This design comes from an exercise in tuning for small area, a short achievable clock period and few clock cycles per item on the open sky130 flow, not from production work. Where RTL was checked, it was by simulation tests only, not by an equivalence proof against the original. The RTL of run 1 was laid out without a check of its function. No activity file was given, so power comes from the tool's default toggle rates.

==> flow/design.v (outline; a module is shown in full before it is edited, if it fits) <==
// module dsp_fa: 10 lines
// module dsp_ha: 9 lines
// module dsp_benc: 16 lines
// module dsp_xg: 10 lines
// module dsp_slice_top: 2022 lines
module dsp_slice_top (
    input  logic                 w_CLK,
    input  logic                 RSTALLCARRYIN,
    input  logic                 wb_cyc,
    input  logic                 wb_stb,
    input  logic [103:0]         wb_op,
    output logic                 wb_ack,
    output logic                 res_valid,
    output logic [52:0]          res,
    input  logic                 res_ready
);
  // ...
==> flow/flow/run.sh <==
#!/bin/bash
# The standard layout (standard.sh: the ORFS flow and synthesis), with
# the port buffers made of plain buffers instead of ORFS's default pick.
set -euo pipefail
export BUFFER_PORTS_ARGS="-buffer_cell sky130_fd_sc_hd__buf_2"
bash standard.sh > standard.log 2>&1
==> flow/standard.sh <==
#!/bin/bash
# synth_recipe.tcl (not shown) runs the flow's synth.tcl, then flattens the netlist and writes it again
# the make line also repeats each setting of config.mk as NAME=value (left out here)
make -C /OpenROAD-flow-scripts/flow DESIGN_CONFIG=/design/flow/config.mk WORK_HOME=/design/flow/orfs CLKGATE_MAP_FILE= SYNTH_SCRIPT=/design/flow/synth_recipe.tcl "${@:-finish}"
==> flow/config.mk <==
export PLATFORM = sky130hd
export DESIGN_NAME = dsp_slice_top
export DESIGN_NICKNAME = dsp_slice_top
export VERILOG_FILES = /design/flow/design.v
export SDC_FILE = /design/flow/constraint.sdc
export NUM_CORES = 4
export LEC_CHECK = 0
export CAP_MARGIN = 20
export CORE_MARGIN = 2
export CORE_UTILIZATION = 40
export SETUP_SLACK_MARGIN = 2.8
export SLEW_MARGIN = 20
export SYNTH_HIERARCHICAL = 1
export SYNTH_MINIMUM_KEEP_SIZE = 0
==> flow/constraint.sdc <==
create_clock -name core_clock -period 7.5 [get_ports {w_CLK}]
set_input_delay 1.5000 -clock core_clock [delete_from_list [all_inputs] [get_ports {w_CLK}]]
set_output_delay 1.5000 -clock core_clock [all_outputs]
set_load 0.01 [all_outputs]
==> metrics.yaml, run 1 <==
status:
  status: "complete, no violations"
run:
  drv_cap: 0
layout:
  clock_buffers: 24
  nNetsFinal: 2930
  drive_gt1_share_pct: 19.9
  final_cell_area_sq_um: 29300
die:
  initial_core_util_pct: 40.5
  io_pins: 164
  die-area_sq_um: 64500
synth:
  postSynthAreaPerCell_sq_um: 10.9
  synth.distinct_cells: 69
  yosysMostFrequentCell: "xnor2_1"
  ys.flop_type: "edfxtp_1"
  synth.area.top_cells: "fa_1, edfxtp_1, xnor2_1"
routing:
  dr_wl_met2_um: 36600
  dr.pass1.iters: 8
sta:
  hold_violations: 0
  fin_setup_tns_ns: 0
global_route:
  grtUsageMet2_pct: 38.0
  grtUsageMet1_pct: 36.2
worst_setup_path:
  cp-endpoint: "co_q"
  crit_chain: "buf_6, buf_16, xor2_1, a211o_1, fa_2, fa_1, fa_1, ha_4, a21oi_4, o21ai_2, or3_4, o2111ai_4, a2111oi_4, o31a_1, or3_1, a311o_1"
  slowest_stage: "fa_1"
  cp.arrival_ns: 5.40
  ff2ff_path_depth: 16
min_path:
  whs_path_depth: 1
==> run 2: changes to the inputs <==
--- a/flow/design.v
+++ b/flow/design.v
@@ -92,16 +92,35 @@
     input  logic       sub,
     input  logic [7:0] ab,
     output logic [7:0] x
 );
     logic x_ab;
     assign x_ab = (x_sel == 2'd3);
     assign x = {8{x_ab}} & (ab ^ {8{sub}});
 endmodule
+module dsp_pg (
+    input  logic gh,
+    input  logic ph,
+    input  logic gl,
+    input  logic pl,
+    output logic g,
+    output logic p
+);
+    assign g = gh | (ph & gl);
+    assign p = ph & pl;
+endmodule
+module dsp_g (
+    input  logic gh,
+    input  logic ph,
+    input  logic gl,
+    output logic g
+);
+    assign g = gh | (ph & gl);
+endmodule
 `default_nettype wire
 `timescale 1ns/1ps
 `default_nettype none
 module dsp_slice_top (
     input  logic                 w_CLK,
     input  logic                 RSTALLCARRYIN,
     input  logic                 wb_cyc,
     input  logic                 wb_stb,
@@ -2093,17 +2112,404 @@
     dsp_fa u_s1004 (.a(s810), .b(c905), .ci(s906), .s(s1004), .co(c1005));
     dsp_fa u_s1006 (.a(s812), .b(c907), .ci(s908), .s(s1006), .co(c1007));
     dsp_fa u_s1008 (.a(s814), .b(c909), .ci(s910), .s(s1008), .co(c1009));
     dsp_fa u_s1010 (.a(s912), .b(c815), .ci(c911), .s(s1010), .co(c1011));
     dsp_fa u_s1012 (.a(q0[49]), .b(q1[49]), .ci(c913), .s(s1012), .co(c1013));
     logic [49:0] u0, u1, t;
     assign u0 = {s1012, s1010, c1007, c1005, c1003, c1001, c999, c997, c995, c993, c991, c989, c987, c985, c983, c981, c979, c977, c975, c973, c971, c969, c967, c965, c963, c961, c959, c957, c955, c953, c951, c949, c947, c945, c943, c941, c939, c937, c935, c933, c931, c929, c927, c925, c923, c921, c919, c917, c915, s816};
     assign u1 = {c1011, c1009, s1008, s1006, s1004, s1002, s1000, s998, s996, s994, s992, s990, s988, s986, s984, s982, s980, s978, s976, s974, s972, s970, s968, s966, s964, s962, s960, s958, s956, s954, s952, s950, s948, s946, s944, s942, s940, s938, s936, s934, s932, s930, s928, s926, s924, s922, s920, s918, s916, s914};
-    assign t  = u0 + u1;
+    logic [49:0] pg_g, pg_p, cy;
+    dsp_ha u_pg0 (.a(u0[0]), .b(u1[0]), .s(pg_p[0]), .co(pg_g[0]));
+    dsp_ha u_pg1 (.a(u0[1]), .b(u1[1]), .s(pg_p[1]), .co(pg_g[1]));
+    dsp_ha u_pg2 (.a(u0[2]), .b(u1[2]), .s(pg_p[2]), .co(pg_g[2]));
+    dsp_ha u_pg3 (.a(u0[3]), .b(u1[3]), .s(pg_p[3]), .co(pg_g[3]));
+    dsp_ha u_pg4 (.a(u0[4]), .b(u1[4]), .s(pg_p[4]), .co(pg_g[4]));
+    dsp_ha u_pg5 (.a(u0[5]), .b(u1[5]), .s(pg_p[5]), .co(pg_g[5]));
+    dsp_ha u_pg6 (.a(u0[6]), .b(u1[6]), .s(pg_p[6]), .co(pg_g[6]));
+    dsp_ha u_pg7 (.a(u0[7]), .b(u1[7]), .s(pg_p[7]), .co(pg_g[7]));
+    dsp_ha u_pg8 (.a(u0[8]), .b(u1[8]), .s(pg_p[8]), .co(pg_g[8]));
+    dsp_ha u_pg9 (.a(u0[9]), .b(u1[9]), .s(pg_p[9]), .co(pg_g[9]));
+    dsp_ha u_pg10 (.a(u0[10]), .b(u1[10]), .s(pg_p[10]), .co(pg_g[10]));
+    dsp_ha u_pg11 (.a(u0[11]), .b(u1[11]), .s(pg_p[11]), .co(pg_g[11]));
+    dsp_ha u_pg12 (.a(u0[12]), .b(u1[12]), .s(pg_p[12]), .co(pg_g[12]));
+    dsp_ha u_pg13 (.a(u0[13]), .b(u1[13]), .s(pg_p[13]), .co(pg_g[13]));
+    dsp_ha u_pg14 (.a(u0[14]), .b(u1[14]), .s(pg_p[14]), .co(pg_g[14]));
+    dsp_ha u_pg15 (.a(u0[15]), .b(u1[15]), .s(pg_p[15]), .co(pg_g[15]));
+    dsp_ha u_pg16 (.a(u0[16]), .b(u1[16]), .s(pg_p[16]), .co(pg_g[16]));
+    dsp_ha u_pg17 (.a(u0[17]), .b(u1[17]), .s(pg_p[17]), .co(pg_g[17]));
+    dsp_ha u_pg18 (.a(u0[18]), .b(u1[18]), .s(pg_p[18]), .co(pg_g[18]));
+    dsp_ha u_pg19 (.a(u0[19]), .b(u1[19]), .s(pg_p[19]), .co(pg_g[19]));
+    dsp_ha u_pg20 (.a(u0[20]), .b(u1[20]), .s(pg_p[20]), .co(pg_g[20]));
+    dsp_ha u_pg21 (.a(u0[21]), .b(u1[21]), .s(pg_p[21]), .co(pg_g[21]));
+    dsp_ha u_pg22 (.a(u0[22]), .b(u1[22]), .s(pg_p[22]), .co(pg_g[22]));
+    dsp_ha u_pg23 (.a(u0[23]), .b(u1[23]), .s(pg_p[23]), .co(pg_g[23]));
+    dsp_ha u_pg24 (.a(u0[24]), .b(u1[24]), .s(pg_p[24]), .co(pg_g[24]));
+    dsp_ha u_pg25 (.a(u0[25]), .b(u1[25]), .s(pg_p[25]), .co(pg_g[25]));
+    dsp_ha u_pg26 (.a(u0[26]), .b(u1[26]), .s(pg_p[26]), .co(pg_g[26]));
+    dsp_ha u_pg27 (.a(u0[27]), .b(u1[27]), .s(pg_p[27]), .co(pg_g[27]));
+    dsp_ha u_pg28 (.a(u0[28]), .b(u1[28]), .s(pg_p[28]), .co(pg_g[28]));
+    dsp_ha u_pg29 (.a(u0[29]), .b(u1[29]), .s(pg_p[29]), .co(pg_g[29]));
+    dsp_ha u_pg30 (.a(u0[30]), .b(u1[30]), .s(pg_p[30]), .co(pg_g[30]));
+    dsp_ha u_pg31 (.a(u0[31]), .b(u1[31]), .s(pg_p[31]), .co(pg_g[31]));
+    dsp_ha u_pg32 (.a(u0[32]), .b(u1[32]), .s(pg_p[32]), .co(pg_g[32]));
+    dsp_ha u_pg33 (.a(u0[33]), .b(u1[33]), .s(pg_p[33]), .co(pg_g[33]));
+    dsp_ha u_pg34 (.a(u0[34]), .b(u1[34]), .s(pg_p[34]), .co(pg_g[34]));
+    dsp_ha u_pg35 (.a(u0[35]), .b(u1[35]), .s(pg_p[35]), .co(pg_g[35]));
+    dsp_ha u_pg36 (.a(u0[36]), .b(u1[36]), .s(pg_p[36]), .co(pg_g[36]));
+    dsp_ha u_pg37 (.a(u0[37]), .b(u1[37]), .s(pg_p[37]), .co(pg_g[37]));
+    dsp_ha u_pg38 (.a(u0[38]), .b(u1[38]), .s(pg_p[38]), .co(pg_g[38]));
+    dsp_ha u_pg39 (.a(u0[39]), .b(u1[39]), .s(pg_p[39]), .co(pg_g[39]));
+    dsp_ha u_pg40 (.a(u0[40]), .b(u1[40]), .s(pg_p[40]), .co(pg_g[40]));
+    dsp_ha u_pg41 (.a(u0[41]), .b(u1[41]), .s(pg_p[41]), .co(pg_g[41]));
+    dsp_ha u_pg42 (.a(u0[42]), .b(u1[42]), .s(pg_p[42]), .co(pg_g[42]));
+    dsp_ha u_pg43 (.a(u0[43]), .b(u1[43]), .s(pg_p[43]), .co(pg_g[43]));
+    dsp_ha u_pg44 (.a(u0[44]), .b(u1[44]), .s(pg_p[44]), .co(pg_g[44]));
+    dsp_ha u_pg45 (.a(u0[45]), .b(u1[45]), .s(pg_p[45]), .co(pg_g[45]));
+    dsp_ha u_pg46 (.a(u0[46]), .b(u1[46]), .s(pg_p[46]), .co(pg_g[46]));
+    dsp_ha u_pg47 (.a(u0[47]), .b(u1[47]), .s(pg_p[47]), .co(pg_g[47]));
+    dsp_ha u_pg48 (.a(u0[48]), .b(u1[48]), .s(pg_p[48]), .co(pg_g[48]));
+    dsp_ha u_pg49 (.a(u0[49]), .b(u1[49]), .s(pg_p[49]), .co(pg_g[49]));
+    logic cg1;
+    dsp_g u_cg1 (.gh(pg_g[1]), .ph(pg_p[1]), .gl(pg_g[0]), .g(cg1));
+    logic cg2, cp2;
+    dsp_pg u_cg2 (.gh(pg_g[3]), .ph(pg_p[3]), .gl(pg_g[2]), .pl(pg_p[2]), .g(cg2), .p(cp2));
+    logic cg3, cp3;
+    dsp_pg u_cg3 (.gh(pg_g[5]), .ph(pg_p[5]), .gl(pg_g[4]), .pl(pg_p[4]), .g(cg3), .p(cp3));
+    logic cg4, cp4;
+    dsp_pg u_cg4 (.gh(pg_g[7]), .ph(pg_p[7]), .gl(pg_g[6]), .pl(pg_p[6]), .g(cg4), .p(cp4));
+    logic cg5, cp5;
+    dsp_pg u_cg5 (.gh(pg_g[9]), .ph(pg_p[9]), .gl(pg_g[8]), .pl(pg_p[8]), .g(cg5), .p(cp5));
+    logic cg6, cp6;
+    dsp_pg u_cg6 (.gh(pg_g[11]), .ph(pg_p[11]), .gl(pg_g[10]), .pl(pg_p[10]), .g(cg6), .p(cp6));
+    logic cg7, cp7;
+    dsp_pg u_cg7 (.gh(pg_g[13]), .ph(pg_p[13]), .gl(pg_g[12]), .pl(pg_p[12]), .g(cg7), .p(cp7));
+    logic cg8, cp8;
+    dsp_pg u_cg8 (.gh(pg_g[15]), .ph(pg_p[15]), .gl(pg_g[14]), .pl(pg_p[14]), .g(cg8), .p(cp8));
+    logic cg9, cp9;
+    dsp_pg u_cg9 (.gh(pg_g[17]), .ph(pg_p[17]), .gl(pg_g[16]), .pl(pg_p[16]), .g(cg9), .p(cp9));
+    logic cg10, cp10;
+    dsp_pg u_cg10 (.gh(pg_g[19]), .ph(pg_p[19]), .gl(pg_g[18]), .pl(pg_p[18]), .g(cg10), .p(cp10));
+    logic cg11, cp11;
+    dsp_pg u_cg11 (.gh(pg_g[21]), .ph(pg_p[21]), .gl(pg_g[20]), .pl(pg_p[20]), .g(cg11), .p(cp11));
+    logic cg12, cp12;
+    dsp_pg u_cg12 (.gh(pg_g[23]), .ph(pg_p[23]), .gl(pg_g[22]), .pl(pg_p[22]), .g(cg12), .p(cp12));
+    logic cg13, cp13;
+    dsp_pg u_cg13 (.gh(pg_g[25]), .ph(pg_p[25]), .gl(pg_g[24]), .pl(pg_p[24]), .g(cg13), .p(cp13));
+    logic cg14, cp14;
+    dsp_pg u_cg14 (.gh(pg_g[27]), .ph(pg_p[27]), .gl(pg_g[26]), .pl(pg_p[26]), .g(cg14), .p(cp14));
+    logic cg15, cp15;
+    dsp_pg u_cg15 (.gh(pg_g[29]), .ph(pg_p[29]), .gl(pg_g[28]), .pl(pg_p[28]), .g(cg15), .p(cp15));
+    logic cg16, cp16;
+    dsp_pg u_cg16 (.gh(pg_g[31]), .ph(pg_p[31]), .gl(pg_g[30]), .pl(pg_p[30]), .g(cg16), .p(cp16));
+    logic cg17, cp17;
+    dsp_pg u_cg17 (.gh(pg_g[33]), .ph(pg_p[33]), .gl(pg_g[32]), .pl(pg_p[32]), .g(cg17), .p(cp17));
+    logic cg18, cp18;
+    dsp_pg u_cg18 (.gh(pg_g[35]), .ph(pg_p[35]), .gl(pg_g[34]), .pl(pg_p[34]), .g(cg18), .p(cp18));
+    logic cg19, cp19;
+    dsp_pg u_cg19 (.gh(pg_g[37]), .ph(pg_p[37]), .gl(pg_g[36]), .pl(pg_p[36]), .g(cg19), .p(cp19));
+    logic cg20, cp20;
+    dsp_pg u_cg20 (.gh(pg_g[39]), .ph(pg_p[39]), .gl(pg_g[38]), .pl(pg_p[38]), .g(cg20), .p(cp20));
+    logic cg21, cp21;
+    dsp_pg u_cg21 (.gh(pg_g[41]), .ph(pg_p[41]), .gl(pg_g[40]), .pl(pg_p[40]), .g(cg21), .p(cp21));
+    logic cg22, cp22;
+    dsp_pg u_cg22 (.gh(pg_g[43]), .ph(pg_p[43]), .gl(pg_g[42]), .pl(pg_p[42]), .g(cg22), .p(cp22));
+    logic cg23, cp23;
+    dsp_pg u_cg23 (.gh(pg_g[45]), .ph(pg_p[45]), .gl(pg_g[44]), .pl(pg_p[44]), .g(cg23), .p(cp23));
+    logic cg24, cp24;
+    dsp_pg u_cg24 (.gh(pg_g[47]), .ph(pg_p[47]), .gl(pg_g[46]), .pl(pg_p[46]), .g(cg24), .p(cp24));
+    logic cg25, cp25;
+    dsp_pg u_cg25 (.gh(pg_g[49]), .ph(pg_p[49]), .gl(pg_g[48]), .pl(pg_p[48]), .g(cg25), .p(cp25));
+    logic cg26, cp26;
+    dsp_pg u_cg26 (.gh(cg25), .ph(cp25), .gl(cg24), .pl(cp24), .g(cg26), .p(cp26));
+    logic cg27, cp27;
+    dsp_pg u_cg27 (.gh(cg24), .ph(cp24), .gl(cg23), .pl(cp23), .g(cg27), .p(cp27));
+    logic cg28, cp28;
+    dsp_pg u_cg28 (.gh(cg23), .ph(cp23), .gl(cg22), .pl(cp22), .g(cg28), .p(cp28));
+    logic cg29, cp29;
+    dsp_pg u_cg29 (.gh(cg22), .ph(cp22), .gl(cg21), .pl(cp21), .g(cg29), .p(cp29));
+    logic cg30, cp30;
+    dsp_pg u_cg30 (.gh(cg21), .ph(cp21), .gl(cg20), .pl(cp20), .g(cg30), .p(cp30));
+    logic cg31, cp31;
+    dsp_pg u_cg31 (.gh(cg20), .ph(cp20), .gl(cg19), .pl(cp19), .g(cg31), .p(cp31));
+    logic cg32, cp32;
+    dsp_pg u_cg32 (.gh(cg19), .ph(cp19), .gl(cg18), .pl(cp18), .g(cg32), .p(cp32));
+    logic cg33, cp33;
+    dsp_pg u_cg33 (.gh(cg18), .ph(cp18), .gl(cg17), .pl(cp17), .g(cg33), .p(cp33));
+    logic cg34, cp34;
+    dsp_pg u_cg34 (.gh(cg17), .ph(cp17), .gl(cg16), .pl(cp16), .g(cg34), .p(cp34));
+    logic cg35, cp35;
+    dsp_pg u_cg35 (.gh(cg16), .ph(cp16), .gl(cg15), .pl(cp15), .g(cg35), .p(cp35));
+    logic cg36, cp36;
+    dsp_pg u_cg36 (.gh(cg15), .ph(cp15), .gl(cg14), .pl(cp14), .g(cg36), .p(cp36));
+    logic cg37, cp37;
+    dsp_pg u_cg37 (.gh(cg14), .ph(cp14), .gl(cg13), .pl(cp13), .g(cg37), .p(cp37));
+    logic cg38, cp38;
+    dsp_pg u_cg38 (.gh(cg13), .ph(cp13), .gl(cg12), .pl(cp12), .g(cg38), .p(cp38));
+    logic cg39, cp39;
+    dsp_pg u_cg39 (.gh(cg12), .ph(cp12), .gl(cg11), .pl(cp11), .g(cg39), .p(cp39));
+    logic cg40, cp40;
+    dsp_pg u_cg40 (.gh(cg11), .ph(cp11), .gl(cg10), .pl(cp10), .g(cg40), .p(cp40));
+    logic cg41, cp41;
+    dsp_pg u_cg41 (.gh(cg10), .ph(cp10), .gl(cg9), .pl(cp9), .g(cg41), .p(cp41));
+    logic cg42, cp42;
+    dsp_pg u_cg42 (.gh(cg9), .ph(cp9), .gl(cg8), .pl(cp8), .g(cg42), .p(cp42));
+    logic cg43, cp43;
+    dsp_pg u_cg43 (.gh(cg8), .ph(cp8), .gl(cg7), .pl(cp7), .g(cg43), .p(cp43));
+    logic cg44, cp44;
+    dsp_pg u_cg44 (.gh(cg7), .ph(cp7), .gl(cg6), .pl(cp6), .g(cg44), .p(cp44));
+    logic cg45, cp45;
+    dsp_pg u_cg45 (.gh(cg6), .ph(cp6), .gl(cg5), .pl(cp5), .g(cg45), .p(cp45));
+    logic cg46, cp46;
+    dsp_pg u_cg46 (.gh(cg5), .ph(cp5), .gl(cg4), .pl(cp4), .g(cg46), .p(cp46));
+    logic cg47, cp47;
+    dsp_pg u_cg47 (.gh(cg4), .ph(cp4), .gl(cg3), .pl(cp3), .g(cg47), .p(cp47));
+    logic cg48, cp48;
+    dsp_pg u_cg48 (.gh(cg3), .ph(cp3), .gl(cg2), .pl(cp2), .g(cg48), .p(cp48));
+    logic cg49;
+    dsp_g u_cg49 (.gh(cg2), .ph(cp2), .gl(cg1), .g(cg49));
+    logic cg50, cp50;
+    dsp_pg u_cg50 (.gh(cg26), .ph(cp26), .gl(cg28), .pl(cp28), .g(cg50), .p(cp50));
+    logic cg51, cp51;
+    dsp_pg u_cg51 (.gh(cg27), .ph(cp27), .gl(cg29), .pl(cp29), .g(cg51), .p(cp51));
+    logic cg52, cp52;
+    dsp_pg u_cg52 (.gh(cg28), .ph(cp28), .gl(cg30), .pl(cp30), .g(cg52), .p(cp52));
+    logic cg53, cp53;
+    dsp_pg u_cg53 (.gh(cg29), .ph(cp29), .gl(cg31), .pl(cp31), .g(cg53), .p(cp53));
+    logic cg54, cp54;
+    dsp_pg u_cg54 (.gh(cg30), .ph(cp30), .gl(cg32), .pl(cp32), .g(cg54), .p(cp54));
+    logic cg55, cp55;
+    dsp_pg u_cg55 (.gh(cg31), .ph(cp31), .gl(cg33), .pl(cp33), .g(cg55), .p(cp55));
+    logic cg56, cp56;
+    dsp_pg u_cg56 (.gh(cg32), .ph(cp32), .gl(cg34), .pl(cp34), .g(cg56), .p(cp56));
+    logic cg57, cp57;
+    dsp_pg u_cg57 (.gh(cg33), .ph(cp33), .gl(cg35), .pl(cp35), .g(cg57), .p(cp57));
+    logic cg58, cp58;
+    dsp_pg u_cg58 (.gh(cg34), .ph(cp34), .gl(cg36), .pl(cp36), .g(cg58), .p(cp58));
+    logic cg59, cp59;
+    dsp_pg u_cg59 (.gh(cg35), .ph(cp35), .gl(cg37), .pl(cp37), .g(cg59), .p(cp59));
+    logic cg60, cp60;
+    dsp_pg u_cg60 (.gh(cg36), .ph(cp36), .gl(cg38), .pl(cp38), .g(cg60), .p(cp60));
+    logic cg61, cp61;
+    dsp_pg u_cg61 (.gh(cg37), .ph(cp37), .gl(cg39), .pl(cp39), .g(cg61), .p(cp61));
+    logic cg62, cp62;
+    dsp_pg u_cg62 (.gh(cg38), .ph(cp38), .gl(cg40), .pl(cp40), .g(cg62), .p(cp62));
+    logic cg63, cp63;
+    dsp_pg u_cg63 (.gh(cg39), .ph(cp39), .gl(cg41), .pl(cp41), .g(cg63), .p(cp63));
+    logic cg64, cp64;
+    dsp_pg u_cg64 (.gh(cg40), .ph(cp40), .gl(cg42), .pl(cp42), .g(cg64), .p(cp64));
+    logic cg65, cp65;
+    dsp_pg u_cg65 (.gh(cg41), .ph(cp41), .gl(cg43), .pl(cp43), .g(cg65), .p(cp65));
+    logic cg66, cp66;
+    dsp_pg u_cg66 (.gh(cg42), .ph(cp42), .gl(cg44), .pl(cp44), .g(cg66), .p(cp66));
+    logic cg67, cp67;
+    dsp_pg u_cg67 (.gh(cg43), .ph(cp43), .gl(cg45), .pl(cp45), .g(cg67), .p(cp67));
+    logic cg68, cp68;
+    dsp_pg u_cg68 (.gh(cg44), .ph(cp44), .gl(cg46), .pl(cp46), .g(cg68), .p(cp68));
+    logic cg69, cp69;
+    dsp_pg u_cg69 (.gh(cg45), .ph(cp45), .gl(cg47), .pl(cp47), .g(cg69), .p(cp69));
+    logic cg70, cp70;
+    dsp_pg u_cg70 (.gh(cg46), .ph(cp46), .gl(cg48), .pl(cp48), .g(cg70), .p(cp70));
+    logic cg71;
+    dsp_g u_cg71 (.gh(cg47), .ph(cp47), .gl(cg49), .g(cg71));
+    logic cg72;
+    dsp_g u_cg72 (.gh(cg48), .ph(cp48), .gl(cg1), .g(cg72));
+    logic cg73, cp73;
+    dsp_pg u_cg73 (.gh(cg50), .ph(cp50), .gl(cg54), .pl(cp54), .g(cg73), .p(cp73));
+    logic cg74, cp74;
+    dsp_pg u_cg74 (.gh(cg51), .ph(cp51), .gl(cg55), .pl(cp55), .g(cg74), .p(cp74));
+    logic cg75, cp75;
+    dsp_pg u_cg75 (.gh(cg52), .ph(cp52), .gl(cg56), .pl(cp56), .g(cg75), .p(cp75));
+    logic cg76, cp76;
+    dsp_pg u_cg76 (.gh(cg53), .ph(cp53), .gl(cg57), .pl(cp57), .g(cg76), .p(cp76));
+    logic cg77, cp77;
+    dsp_pg u_cg77 (.gh(cg54), .ph(cp54), .gl(cg58), .pl(cp58), .g(cg77), .p(cp77));
+    logic cg78, cp78;
+    dsp_pg u_cg78 (.gh(cg55), .ph(cp55), .gl(cg59), .pl(cp59), .g(cg78), .p(cp78));
+    logic cg79, cp79;
+    dsp_pg u_cg79 (.gh(cg56), .ph(cp56), .gl(cg60), .pl(cp60), .g(cg79), .p(cp79));
+    logic cg80, cp80;
+    dsp_pg u_cg80 (.gh(cg57), .ph(cp57), .gl(cg61), .pl(cp61), .g(cg80), .p(cp80));
+    logic cg81, cp81;
+    dsp_pg u_cg81 (.gh(cg58), .ph(cp58), .gl(cg62), .pl(cp62), .g(cg81), .p(cp81));
+    logic cg82, cp82;
+    dsp_pg u_cg82 (.gh(cg59), .ph(cp59), .gl(cg63), .pl(cp63), .g(cg82), .p(cp82));
+    logic cg83, cp83;
+    dsp_pg u_cg83 (.gh(cg60), .ph(cp60), .gl(cg64), .pl(cp64), .g(cg83), .p(cp83));
+    logic cg84, cp84;
+    dsp_pg u_cg84 (.gh(cg61), .ph(cp61), .gl(cg65), .pl(cp65), .g(cg84), .p(cp84));
+    logic cg85, cp85;
+    dsp_pg u_cg85 (.gh(cg62), .ph(cp62), .gl(cg66), .pl(cp66), .g(cg85), .p(cp85));
+    logic cg86, cp86;
+    dsp_pg u_cg86 (.gh(cg63), .ph(cp63), .gl(cg67), .pl(cp67), .g(cg86), .p(cp86));
+    logic cg87, cp87;
+    dsp_pg u_cg87 (.gh(cg64), .ph(cp64), .gl(cg68), .pl(cp68), .g(cg87), .p(cp87));
+    logic cg88, cp88;
+    dsp_pg u_cg88 (.gh(cg65), .ph(cp65), .gl(cg69), .pl(cp69), .g(cg88), .p(cp88));
+    logic cg89, cp89;
+    dsp_pg u_cg89 (.gh(cg66), .ph(cp66), .gl(cg70), .pl(cp70), .g(cg89), .p(cp89));
+    logic cg90;
+    dsp_g u_cg90 (.gh(cg67), .ph(cp67), .gl(cg71), .g(cg90));
+    logic cg91;
+    dsp_g u_cg91 (.gh(cg68), .ph(cp68), .gl(cg72), .g(cg91));
+    logic cg92;
+    dsp_g u_cg92 (.gh(cg69), .ph(cp69), .gl(cg49), .g(cg92));
+    logic cg93;
+    dsp_g u_cg93 (.gh(cg70), .ph(cp70), .gl(cg1), .g(cg93));
+    logic cg94, cp94;
+    dsp_pg u_cg94 (.gh(cg73), .ph(cp73), .gl(cg81), .pl(cp81), .g(cg94), .p(cp94));
+    logic cg95, cp95;
+    dsp_pg u_cg95 (.gh(cg74), .ph(cp74), .gl(cg82), .pl(cp82), .g(cg95), .p(cp95));
+    logic cg96, cp96;
+    dsp_pg u_cg96 (.gh(cg75), .ph(cp75), .gl(cg83), .pl(cp83), .g(cg96), .p(cp96));
+    logic cg97, cp97;
+    dsp_pg u_cg97 (.gh(cg76), .ph(cp76), .gl(cg84), .pl(cp84), .g(cg97), .p(cp97));
+    logic cg98, cp98;
+    dsp_pg u_cg98 (.gh(cg77), .ph(cp77), .gl(cg85), .pl(cp85), .g(cg98), .p(cp98));
+    logic cg99, cp99;
+    dsp_pg u_cg99 (.gh(cg78), .ph(cp78), .gl(cg86), .pl(cp86), .g(cg99), .p(cp99));
+    logic cg100, cp100;
+    dsp_pg u_cg100 (.gh(cg79), .ph(cp79), .gl(cg87), .pl(cp87), .g(cg100), .p(cp100));
+    logic cg101, cp101;
+    dsp_pg u_cg101 (.gh(cg80), .ph(cp80), .gl(cg88), .pl(cp88), .g(cg101), .p(cp101));
+    logic cg102, cp102;
+    dsp_pg u_cg102 (.gh(cg81), .ph(cp81), .gl(cg89), .pl(cp89), .g(cg102), .p(cp102));
+    logic cg103;
+    dsp_g u_cg103 (.gh(cg82), .ph(cp82), .gl(cg90), .g(cg103));
+    logic cg104;
+    dsp_g u_cg104 (.gh(cg83), .ph(cp83), .gl(cg91), .g(cg104));
+    logic cg105;
+    dsp_g u_cg105 (.gh(cg84), .ph(cp84), .gl(cg92), .g(cg105));
+    logic cg106;
+    dsp_g u_cg106 (.gh(cg85), .ph(cp85), .gl(cg93), .g(cg106));
+    logic cg107;
+    dsp_g u_cg107 (.gh(cg86), .ph(cp86), .gl(cg71), .g(cg107));
+    logic cg108;
+    dsp_g u_cg108 (.gh(cg87), .ph(cp87), .gl(cg72), .g(cg108));
+    logic cg109;
+    dsp_g u_cg109 (.gh(cg88), .ph(cp88), .gl(cg49), .g(cg109));
+    logic cg110;
+    dsp_g u_cg110 (.gh(cg89), .ph(cp89), .gl(cg1), .g(cg110));
+    logic cg111;
+    dsp_g u_cg111 (.gh(cg94), .ph(cp94), .gl(cg110), .g(cg111));
+    logic cg112;
+    dsp_g u_cg112 (.gh(cg95), .ph(cp95), .gl(cg90), .g(cg112));
+    logic cg113;
+    dsp_g u_cg113 (.gh(cg96), .ph(cp96), .gl(cg91), .g(cg113));
+    logic cg114;
+    dsp_g u_cg114 (.gh(cg97), .ph(cp97), .gl(cg92), .g(cg114));
+    logic cg115;
+    dsp_g u_cg115 (.gh(cg98), .ph(cp98), .gl(cg93), .g(cg115));
+    logic cg116;
+    dsp_g u_cg116 (.gh(cg99), .ph(cp99), .gl(cg71), .g(cg116));
+    logic cg117;
+    dsp_g u_cg117 (.gh(cg100), .ph(cp100), .gl(cg72), .g(cg117));
+    logic cg118;
+    dsp_g u_cg118 (.gh(cg101), .ph(cp101), .gl(cg49), .g(cg118));
+    logic cg119;
+    dsp_g u_cg119 (.gh(cg102), .ph(cp102), .gl(cg1), .g(cg119));
+    logic cg120;
+    dsp_g u_cg120 (.gh(pg_g[2]), .ph(pg_p[2]), .gl(cg1), .g(cg120));
+    logic cg121;
+    dsp_g u_cg121 (.gh(pg_g[4]), .ph(pg_p[4]), .gl(cg49), .g(cg121));
+    logic cg122;
+    dsp_g u_cg122 (.gh(pg_g[6]), .ph(pg_p[6]), .gl(cg72), .g(cg122));
+    logic cg123;
+    dsp_g u_cg123 (.gh(pg_g[8]), .ph(pg_p[8]), .gl(cg71), .g(cg123));
+    logic cg124;
+    dsp_g u_cg124 (.gh(pg_g[10]), .ph(pg_p[10]), .gl(cg93), .g(cg124));
+    logic cg125;
+    dsp_g u_cg125 (.gh(pg_g[12]), .ph(pg_p[12]), .gl(cg92), .g(cg125));
+    logic cg126;
+    dsp_g u_cg126 (.gh(pg_g[14]), .ph(pg_p[14]), .gl(cg91), .g(cg126));
+    logic cg127;
+    dsp_g u_cg127 (.gh(pg_g[16]), .ph(pg_p[16]), .gl(cg90), .g(cg127));
+    logic cg128;
+    dsp_g u_cg128 (.gh(pg_g[18]), .ph(pg_p[18]), .gl(cg110), .g(cg128));
+    logic cg129;
+    dsp_g u_cg129 (.gh(pg_g[20]), .ph(pg_p[20]), .gl(cg109), .g(cg129));
+    logic cg130;
+    dsp_g u_cg130 (.gh(pg_g[22]), .ph(pg_p[22]), .gl(cg108), .g(cg130));
+    logic cg131;
+    dsp_g u_cg131 (.gh(pg_g[24]), .ph(pg_p[24]), .gl(cg107), .g(cg131));
+    logic cg132;
+    dsp_g u_cg132 (.gh(pg_g[26]), .ph(pg_p[26]), .gl(cg106), .g(cg132));
+    logic cg133;
+    dsp_g u_cg133 (.gh(pg_g[28]), .ph(pg_p[28]), .gl(cg105), .g(cg133));
+    logic cg134;
+    dsp_g u_cg134 (.gh(pg_g[30]), .ph(pg_p[30]), .gl(cg104), .g(cg134));
+    logic cg135;
+    dsp_g u_cg135 (.gh(pg_g[32]), .ph(pg_p[32]), .gl(cg103), .g(cg135));
+    logic cg136;
+    dsp_g u_cg136 (.gh(pg_g[34]), .ph(pg_p[34]), .gl(cg119), .g(cg136));
+    logic cg137;
+    dsp_g u_cg137 (.gh(pg_g[36]), .ph(pg_p[36]), .gl(cg118), .g(cg137));
+    logic cg138;
+    dsp_g u_cg138 (.gh(pg_g[38]), .ph(pg_p[38]), .gl(cg117), .g(cg138));
+    logic cg139;
+    dsp_g u_cg139 (.gh(pg_g[40]), .ph(pg_p[40]), .gl(cg116), .g(cg139));
+    logic cg140;
+    dsp_g u_cg140 (.gh(pg_g[42]), .ph(pg_p[42]), .gl(cg115), .g(cg140));
+    logic cg141;
+    dsp_g u_cg141 (.gh(pg_g[44]), .ph(pg_p[44]), .gl(cg114), .g(cg141));
+    logic cg142;
+    dsp_g u_cg142 (.gh(pg_g[46]), .ph(pg_p[46]), .gl(cg113), .g(cg142));
+    logic cg143;
+    dsp_g u_cg143 (.gh(pg_g[48]), .ph(pg_p[48]), .gl(cg112), .g(cg143));
+    assign cy[0] = 1'b0;
+    assign cy[1] = pg_g[0];
+    assign cy[2] = cg1;
+    assign cy[3] = cg120;
+    assign cy[4] = cg49;
+    assign cy[5] = cg121;
+    assign cy[6] = cg72;
+    assign cy[7] = cg122;
+    assign cy[8] = cg71;
+    assign cy[9] = cg123;
+    assign cy[10] = cg93;
+    assign cy[11] = cg124;
+    assign cy[12] = cg92;
+    assign cy[13] = cg125;
+    assign cy[14] = cg91;
+    assign cy[15] = cg126;
+    assign cy[16] = cg90;
+    assign cy[17] = cg127;
+    assign cy[18] = cg110;
+    assign cy[19] = cg128;
+    assign cy[20] = cg109;
+    assign cy[21] = cg129;
+    assign cy[22] = cg108;
+    assign cy[23] = cg130;
+    assign cy[24] = cg107;
+    assign cy[25] = cg131;
+    assign cy[26] = cg106;
+    assign cy[27] = cg132;
+    assign cy[28] = cg105;
+    assign cy[29] = cg133;
+    assign cy[30] = cg104;
+    assign cy[31] = cg134;
+    assign cy[32] = cg103;
+    assign cy[33] = cg135;
+    assign cy[34] = cg119;
+    assign cy[35] = cg136;
+    assign cy[36] = cg118;
+    assign cy[37] = cg137;
+    assign cy[38] = cg117;
+    assign cy[39] = cg138;
+    assign cy[40] = cg116;
+    assign cy[41] = cg139;
+    assign cy[42] = cg115;
+    assign cy[43] = cg140;
+    assign cy[44] = cg114;
+    assign cy[45] = cg141;
+    assign cy[46] = cg113;
+    assign cy[47] = cg142;
+    assign cy[48] = cg112;
+    assign cy[49] = cg143;
+    assign t = pg_p ^ cy;
     always_ff @(posedge w_CLK) begin
         if (RSTALLCARRYIN) begin
             res_valid <= 1'b0;
         end else if (s1_adv) begin
             res_valid <= 1'b1;
         end else if (res_ready) begin
             res_valid <= 1'b0;
         end
==> flow/config.mk (replaced) <==
export PLATFORM = sky130hd
export DESIGN_NAME = dsp_slice_top
export DESIGN_NICKNAME = dsp_slice_top
export VERILOG_FILES = /design/flow/design.v
export SDC_FILE = /design/flow/constraint.sdc
export NUM_CORES = 4
export LEC_CHECK = 0
export CAP_MARGIN = 20
export CORE_MARGIN = 2
export CORE_UTILIZATION = 50
export SETUP_SLACK_MARGIN = 3.0
export SLEW_MARGIN = 20
export SYNTH_HIERARCHICAL = 1
export SYNTH_MINIMUM_KEEP_SIZE = 0
==> run 2 against run 1 <==
Net effect:
- synthesized area fell by 0.39%
- setup slack better by 0.43 ns
- global-route usage rose by 5.8 points
- wire length shrank 3.9%
- sequential share of layout area rose by 0.068 points
- die area shrank 20%
- count of clock-buffer cells in the layout up 6
- register-to-register slack improved by 0.43 ns
- clock power increased by 13%
- sequential cell count did not move
- largest cell class unchanged
==> metrics.yaml, run 2 <==
sta:
  rsz0062_at_grt: "true"
  fin_setup_tns_ns: 0  # unchanged
  relSlewSlack_pct: 39.9
  worst_slew_pin_slew_ns: 0.901
  finalCriticalPeriod_ns: 4.67
  max_freq_mhz: 214
  fin_skew_ns: 0.0210
  setup_viol: 0
  hold_violations: 0  # unchanged
  fin_crit_sh_pct: 62.3
  report.final.slew_viol_count: 0
  timing.final.ws_setup_ns: 2.83
die:
  initial_core_util_pct: 50.7  # +10 points
  die-area_sq_um: 51600  # -20%
  die_y_um: 227
  fp.dieW_um: 227
  core_sq_um: 49100
  rows: 81
  io_pins: 164  # unchanged
clock_tree:
  insertion_delay_ns: 0.54
  clock_sinks: 212
  hold_buffers: 0
  cts_inserted_buffers: 23
  h-tree-depth: 1
  cts_tree: "built"
  cts.path.max_buffers: 3
  clk_pin_slew_ns: 0.06
  root_buffer: "clkbuf_16"
synth:
  yosysTopAreaCellShare_pct: 26.2
  ys.flop_type: "edfxtp_1"
  yosys_register_bits: 212
  syn_area_sq_um: 24900
  synth_seq_area_share_pct: 25.5
  synth.area.top_cells: "fa_1, edfxtp_1, xnor2_1"
  synth.distinct_cells: 41  # -41%
  postSynthAreaPerCell_sq_um: 11.2  # +2.9%
  synth_edf_count: 209
  yosysWarnings: 7
  yosysMostFrequentCell: "xnor2_1"
  synthArstFlopShare_pct: 0
  postSynthCellCount: 2215
  synthTopCellsByCount: "xnor2_1, fa_1, a22oi_1"
  yosysTopAreaCell: "fa_1"
run:
  drv_cap: 0  # unchanged
power:
  leakage_nw: 12.3
  p_per_area_nw_per_um2: 464
  ir_drop_mv: 0.304
global_route:
  antenna_found_initial: 2
  grt_start_max_net_pins: 88
  track_usage_pct: 30.5
  grt_pass1_wl_um: 117000
  overflow: 0
  grt_pass1_vias: 18200
min_path:
  holdCritPathClass: "register to register"
worst_setup_path:
  critPathKind: "register to register"
  cp-start-kind: "register"
  crit_required_ns: 7.76
  end_kind: "register"
  cp_max_fo: 7
  cp.arrival_ns: 4.94  # -0.46 ns
place:
  io_buffers: 163
  post-place-ws_ns: 1.60
  place_congestion: 0.950
  dp_hpwl_um: 57400
  dp.cells: 2903
layout:
  n_antenna_cell: 0
  layout_common_cells: "xnor2_1, a22oi_1, fa_1, edfxtp_1, a21o_1"
  area_growth_syn_to_layout_pct: 17.4
  drive_gt1_share_pct: 22.4  # +2.5 points
  layout_commonest_cell: "xnor2_1"
  nNetsFinal: 2867  # -2.2%
  finalNonFillerCells: 3039
  largestRegisters: "q0 (50), q1 (50)"
  num-fill-cells: 4101
status:
  status: "complete, no violations"
routing:
  dr.pass1.iters: 5  # -3
  detail_route.drc_violations: 0
  viasPerCell: 6.05
  drt_wl_total_um: 79200
  postRouteAntennaNets: 0
  num_vias: 18400
  drt_iter0_markers: 1781
  wire_per_inst_um: 26.1
-- run 2: cell types whose count changed in the layout (fill, tap and decap cells not counted), sizes merged, moves of 30 or more --
| cell | change |
|---|---|
| and2 | +84 |
| a21oi | -48 |
| xor2 | +31 |
| nor2 | -30 |
| a21o | +100 |
| nand2 | -32 |
-- run 2: through the flow --
stage	hold WS, ns	utilization [%]	total power, mW	cell area, sq um
finish	0.547	59.6	13.6	29200
global route	0.584	59.6	14.5	29200
CTS	0.548	57.6	12.6	28300
detailed placement	0.539	53.8	10.8	26400
global placement	0.535	53.8	10.6	26400
floorplan	0.454	-	8.28	25400
-- run 2: critical path: stages, from the launching register on --
cell,delay [ns]
edfxtp_1,0.41
buf_6,0.16
buf_8,0.14
xor2_1,0.14
a21o_1,0.20
fa_2,0.40
fa_2,0.61
fa_1,0.43
ha_1,0.33
a21o_1,0.21
a21o_1,0.21
a21o_1,0.19
a21o_1,0.17
a21o_1,0.15
a21o_1,0.20
a21o_1,0.20
xnor2_1,0.12
nand2_1,0.08
o21ai_2,0.07
-- run 2: per-layer routing --
layer,vias up,part of all wire [%],track usage (%)
met3,121,7.7,4.03
met1,9422,44,45.0
met4,0,3.1,7.99
met2,830,45,47.6
met5,-,0,0
li1,8016,-,-
-- run 2: cells by family (layout without fill, tap and decap cells) --
| logic type | Yosys count | in the layout | synth area share, % |
|---|---|---|---|
| buffers and inverters | 229 | 384 | 3.82 |
| DFF | 212 | 212 | 25.5 |
| xor gates and xnor gates | 474 | 474 | 16.7 |
| muxes | 2 | 2 | 0.101 |
| and+or+nand+nor | 333 | 333 | 7.57 |
| other | 1 | 6 | 0.0151 |
| adders and majority gates | 399 | 399 | 29.9 |
| AOI/OAI and AO/OA | 565 | 565 | 16.5 |
-- run 2: modules after synthesis (local to each module, per instance) --
module | flip-flops and latches | cells | cell area (sq um) | copies in the design
dsp_pg | 0 | 2 | 13.8 | 89
dsp_fa | 0 | 1 | 20.0 | 326
dsp_slice_top | 212 | 1340 | 14200 | 1
dsp_g | 0 | 1 | 7.51 | 48
dsp_xg | 0 | 18 | 115 | 6
dsp_benc | 0 | 8 | 52.6 | 18
dsp_ha | 0 | 1 | 12.5 | 71
-- run 2: final timing paths --
path / from / to / slack [ns] / cells past startpoint
max: q_sub / co_q / 2.83 / 18
max reg2reg: q_sub / co_q / 2.83 / 18
min reg2reg: q_pz / pdp_q / 0.55 / 1
min: q_pz / pdp_q / 0.55 / 1
-- run 2: what timing repair did --
item                       in CTS  in global routing
pin swaps                      58                 88
buffers inserted               50                 42
setup endpoints to repair     103                 63
resized for setup             109                 87
cloned                          0                  3
-- run 2: where the power goes --
part | switching (mW) | total (mW) | internal, mW | leakage [nW]
clock network | 0.489 | 1.19 | 0.703 | 0.378
logic | 4.90 | 9.63 | 4.74 | 9.72
registers | 0.515 | 2.73 | 2.21 | 2.22
-- run 2: final cells by class --
type	count	area (sq um)	share of cell area [%]
clock inverter	11	154	0.527
inverter	47	176	0.604
timing repair buffer	296	2360	8.08
multi-input combinational	1779	18700	64.1
tap	664	831	2.84
clock buffer	30	632	2.16
sequential	212	6340	21.7
Testbench counts of run 2, summed over its fixed seeds: cycles 18,888, items 16,000.
==> run 3: changes to the inputs <==
--- a/flow/config.mk
+++ b/flow/config.mk
@@ -9,5 +9,5 @@
 export CORE_MARGIN = 2
 export CORE_UTILIZATION = 50
-export SETUP_SLACK_MARGIN = 3.0
+export SETUP_SLACK_MARGIN = 2.5
 export SLEW_MARGIN = 20
 export SYNTH_HIERARCHICAL = 1
==> run 3 against run 2 <==
Net effect:
- fmax fell by 4.4%
- sequential cell count unchanged
- clock skew is 0.0073 ns lower
- via count is 0.85% lower
- utilization decreased by 4.2 points
- count of clock-buffer cells in the layout shrank 4
- synthesized cell count unchanged
- highest routed layer unchanged
==> metrics.yaml, run 3 <==
die:
  rows: 81  # unchanged
  die-area_sq_um: 51600  # unchanged
  io_pins: 164  # unchanged
  core_sq_um: 49100  # unchanged
  die_y_um: 227  # unchanged
  fp.dieW_um: 227  # unchanged
  initial_core_util_pct: 50.7  # unchanged
routing:
  drt_wl_total_um: 77900  # -1.7%
  drt_iter0_markers: 1958  # +9.9%
  dr.pass1.iters: 6  # +1
  viasPerCell: 6.16  # +1.8%
  detail_route.drc_violations: 0  # unchanged
  postRouteAntennaNets: 0  # unchanged
  num_vias: 18200  # -0.85%
  wire_per_inst_um: 26.3  # +0.99%
synth:
  yosysMostFrequentCell: "xnor2_1"
  postSynthCellCount: 2215  # unchanged
  synth_seq_area_share_pct: 25.5  # unchanged
  synth.distinct_cells: 41  # unchanged
  yosysTopAreaCellShare_pct: 26.2  # unchanged
  yosysWarnings: 7  # unchanged
  yosys_register_bits: 212  # unchanged
  synthArstFlopShare_pct: 0  # unchanged
  postSynthAreaPerCell_sq_um: 11.2  # unchanged
  synth.area.top_cells: "fa_1, edfxtp_1, xnor2_1"
  synthTopCellsByCount: "xnor2_1, fa_1, a22oi_1"
  synth_edf_count: 209  # unchanged
  syn_area_sq_um: 24900  # unchanged
  ys.flop_type: "edfxtp_1"
  yosysTopAreaCell: "fa_1"
clock_tree:
  insertion_delay_ns: 0.54  # about the same
  clock_sinks: 212  # unchanged
  cts_tree: "built"
  h-tree-depth: 1  # unchanged
  cts.path.max_buffers: 3  # unchanged
  cts_inserted_buffers: 23  # unchanged
  root_buffer: "clkbuf_16"
  clk_pin_slew_ns: 0.07  # about the same
  hold_buffers: 0  # unchanged
sta:
  hold_violations: 0  # unchanged
  finalCriticalPeriod_ns: 4.89  # +0.216 ns
  setup_viol: 0  # unchanged
  report.final.slew_viol_count: 0  # unchanged
  fin_skew_ns: 0.0137  # -0.00732 ns
  worst_slew_pin_slew_ns: 0.922  # +0.0212 ns
  fin_crit_sh_pct: 65.2  # +2.9 points
  timing.hold.ws_ns: 0.564  # +0.0173 ns
  rsz0062_at_grt: "false"
  max_freq_mhz: 205  # -4.4%
  fin_setup_tns_ns: 0  # unchanged
  relSlewSlack_pct: 38.5  # -1.4 points
worst_setup_path:
  critPathKind: "input pin to register"
  end_kind: "register"
  cp-start-kind: "input pin"
  crit_required_ns: 7.77  # about the same
  cp.arrival_ns: 5.16  # +0.22 ns
  cp_max_fo: 27  # +20
place:
  dp_hpwl_um: 57900  # +0.87%
  io_buffers: 163  # unchanged
  place_congestion: 0.962  # +1.3%
  dp.cells: 2909  # +0.21%
  placed_cell_area_sq_um: 26200  # -0.74%
layout:
  area_growth_syn_to_layout_pct: 9.12
  layout_commonest_cell: "xnor2_1"
  nNetsFinal: 2785  # -2.9%
  finalNonFillerCells: 2959  # -2.6%
  largestRegisters: "q0 (50), q1 (50)"
  layout_common_cells: "xnor2_1, fa_1, a22oi_1, edfxtp_1, a21o_1"
  drive_gt1_share_pct: 12.1  # -10 points
  final_cell_area_sq_um: 27200  # -7.1%
power:
  clkPwrFrac_pct: 9.2  # +0.4 points
  seqPwrFrac_pct: 22.8  # +2.7 points
  ir_drop_mv: 0.321  # +5.6%
  combPwrFrac_pct: 68.0  # -3.1 points
  power_switching_mw: 5.42  # -8.2%
  p_total_mw: 11.8  # -13%
  leakage_nw: 11.8  # -4.3%
  p_int_mw: 6.41  # -16%
  p_sw_share_pct: 45.8  # +2.3 points
  p_per_area_nw_per_um2: 436  # -6.0%
run:
  drv_cap: 0  # unchanged
status:
  status: "complete, no violations"
min_path:
  holdCritPathClass: "register to register"
global_route:
  antenna_found_initial: 0  # -2
  grt_start_max_net_pins: 86  # -2.3%
  overflow: 0  # unchanged
  grt_pass1_wl_um: 116000  # -0.34%
  track_usage_pct: 30.3  # -0.20 points
  grt_pass1_vias: 18400  # +0.72%
## run 3: cell counts after synthesis
Identical to the previous run, type by type.
## run 3: Yosys stat by module, one instance, submodules excluded
| module | flops+latches | copies in the design |
|---|---|---|
| dsp_xg | 0 | 6 |
| dsp_ha | 0 | 71 |
| dsp_benc | 0 | 18 |
| dsp_fa | 0 | 326 |
| dsp_slice_top | 212 | 1 |
| dsp_pg | 0 | 89 |
| dsp_g | 0 | 48 |
## run 3: cell families after synthesis
kind of cell | after synthesis | synth area share, %
AO/OA/AOI/OAI | 565 | 16.5
buffers and inverters | 229 | 3.82
multiplexers | 2 | 0.101
other | 1 | 0.0151
flip-flops | 212 | 25.5
XOR/XNOR | 474 | 16.7
adder cells (fa/ha/maj) | 399 | 29.9
AND/OR/NAND/NOR | 333 | 7.57
## run 3: repair_timing
action                     in CTS  in global routing
buffers inserted                0                  5
resized for setup              22                 22
gates cloned                    1                  1
setup endpoints to repair      45                 31
hold endpoints to repair        0                  0
## run 3: worst paths after layout
kind | from | endpoint | slack (ns) | depth (start not counted)
setup / recovery | wb_op[6] | q1[13] | 2.61 | 9
hold reg to reg | q_pz | pbdp_q | 0.56 | 1
setup reg to reg | q_sub | co_q | 2.71 | 17
hold / removal | q_pz | pbdp_q | 0.56 | 1
## run 3: metrics by stage
stage | util, % | setup WS [ns]
after floorplan | - | 2.62
after global placement | 53.3 | 1.65
after detailed placement | 53.4 | 1.67
after global routing | 55.4 | 2.48
after CTS | 55.0 | 2.51
final | 55.4 | 2.61
## run 3: layer usage
metal | routed length (um) | track usage, % | share of wire, % | vias to the layer above
li1 | - | - | - | 7868
met1 | 33900 | 44.3 | 44 | 9317
met2 | 35400 | 47.9 | 46 | 914
met3 | 6060 | 3.33 | 7.8 | 134
met4 | 2470 | 8.64 | 3.2 | 0
met5 | 0 | 0 | 0 | -
## run 3: power by group through the flow
| stage | clock network, mW | logic, mW | registers (mW) |
|---|---|---|---|
| after global placement | 0 | 7.71 | 2.73 |
| after floorplan | 0 | 5.72 | 2.51 |
| final | 1.09 | 8.04 | 2.70 |
| after global routing | 1.15 | 8.87 | 2.72 |
| after detailed placement | 0 | 7.87 | 2.73 |
| after CTS | 1.11 | 7.95 | 2.70 |
## run 3: critical path, cell delays in order
cell	delay, ns
buf_2	0.48
nand2b_1	0.21
nor2_1	0.70
buf_4	0.36
xnor2_1	0.10
ha_1	0.32
fa_1	0.43
fa_1	0.59
fa_1	0.44
## run 3: layout make-up
cell class | instances | area [sq um]
timing repair buffer | 214 | 1270
clock inverter | 16 | 115
tap | 664 | 831
clock buffer | 26 | 587
antenna | 1 | 2.50
multi-input combinational | 1779 | 17800
fill | 4316 | 21900
sequential | 212 | 6340
inverter | 47 | 176

## static timing again, ports no longer ideal
In the flow no input, the clock included, has a driving cell. The finished layouts below were timed again as built, in two steps.
Step 1 assumes that a clkbuf_16 drives the clock port and a buf_2 every other input.
Step 2 adds t to the input delays and takes it off the output delays; t is the mean of the earliest and latest rising clock arrival at the registers after step 1. Input paths then give back, and output paths get back, about the clock's delay inside the block.
a / b / c = ideal / step 1 / step 2; a / b = the first two.
run	shift t [ns]	setup WS [ns]	worst slew at a driven data input, ns
run 1	0.590	2.394 / 2.394 / 2.272	0.07
run 2	0.575	2.827 / 2.827 / 2.481	0.05
run 3	0.587	2.610 / 2.641 / 2.053	0.07
After both steps setup and hold are still met in every run listed. The setup slack of run 3, which loses most, moves by +0.031 ns with the drivers and by -0.557 ns with both steps.
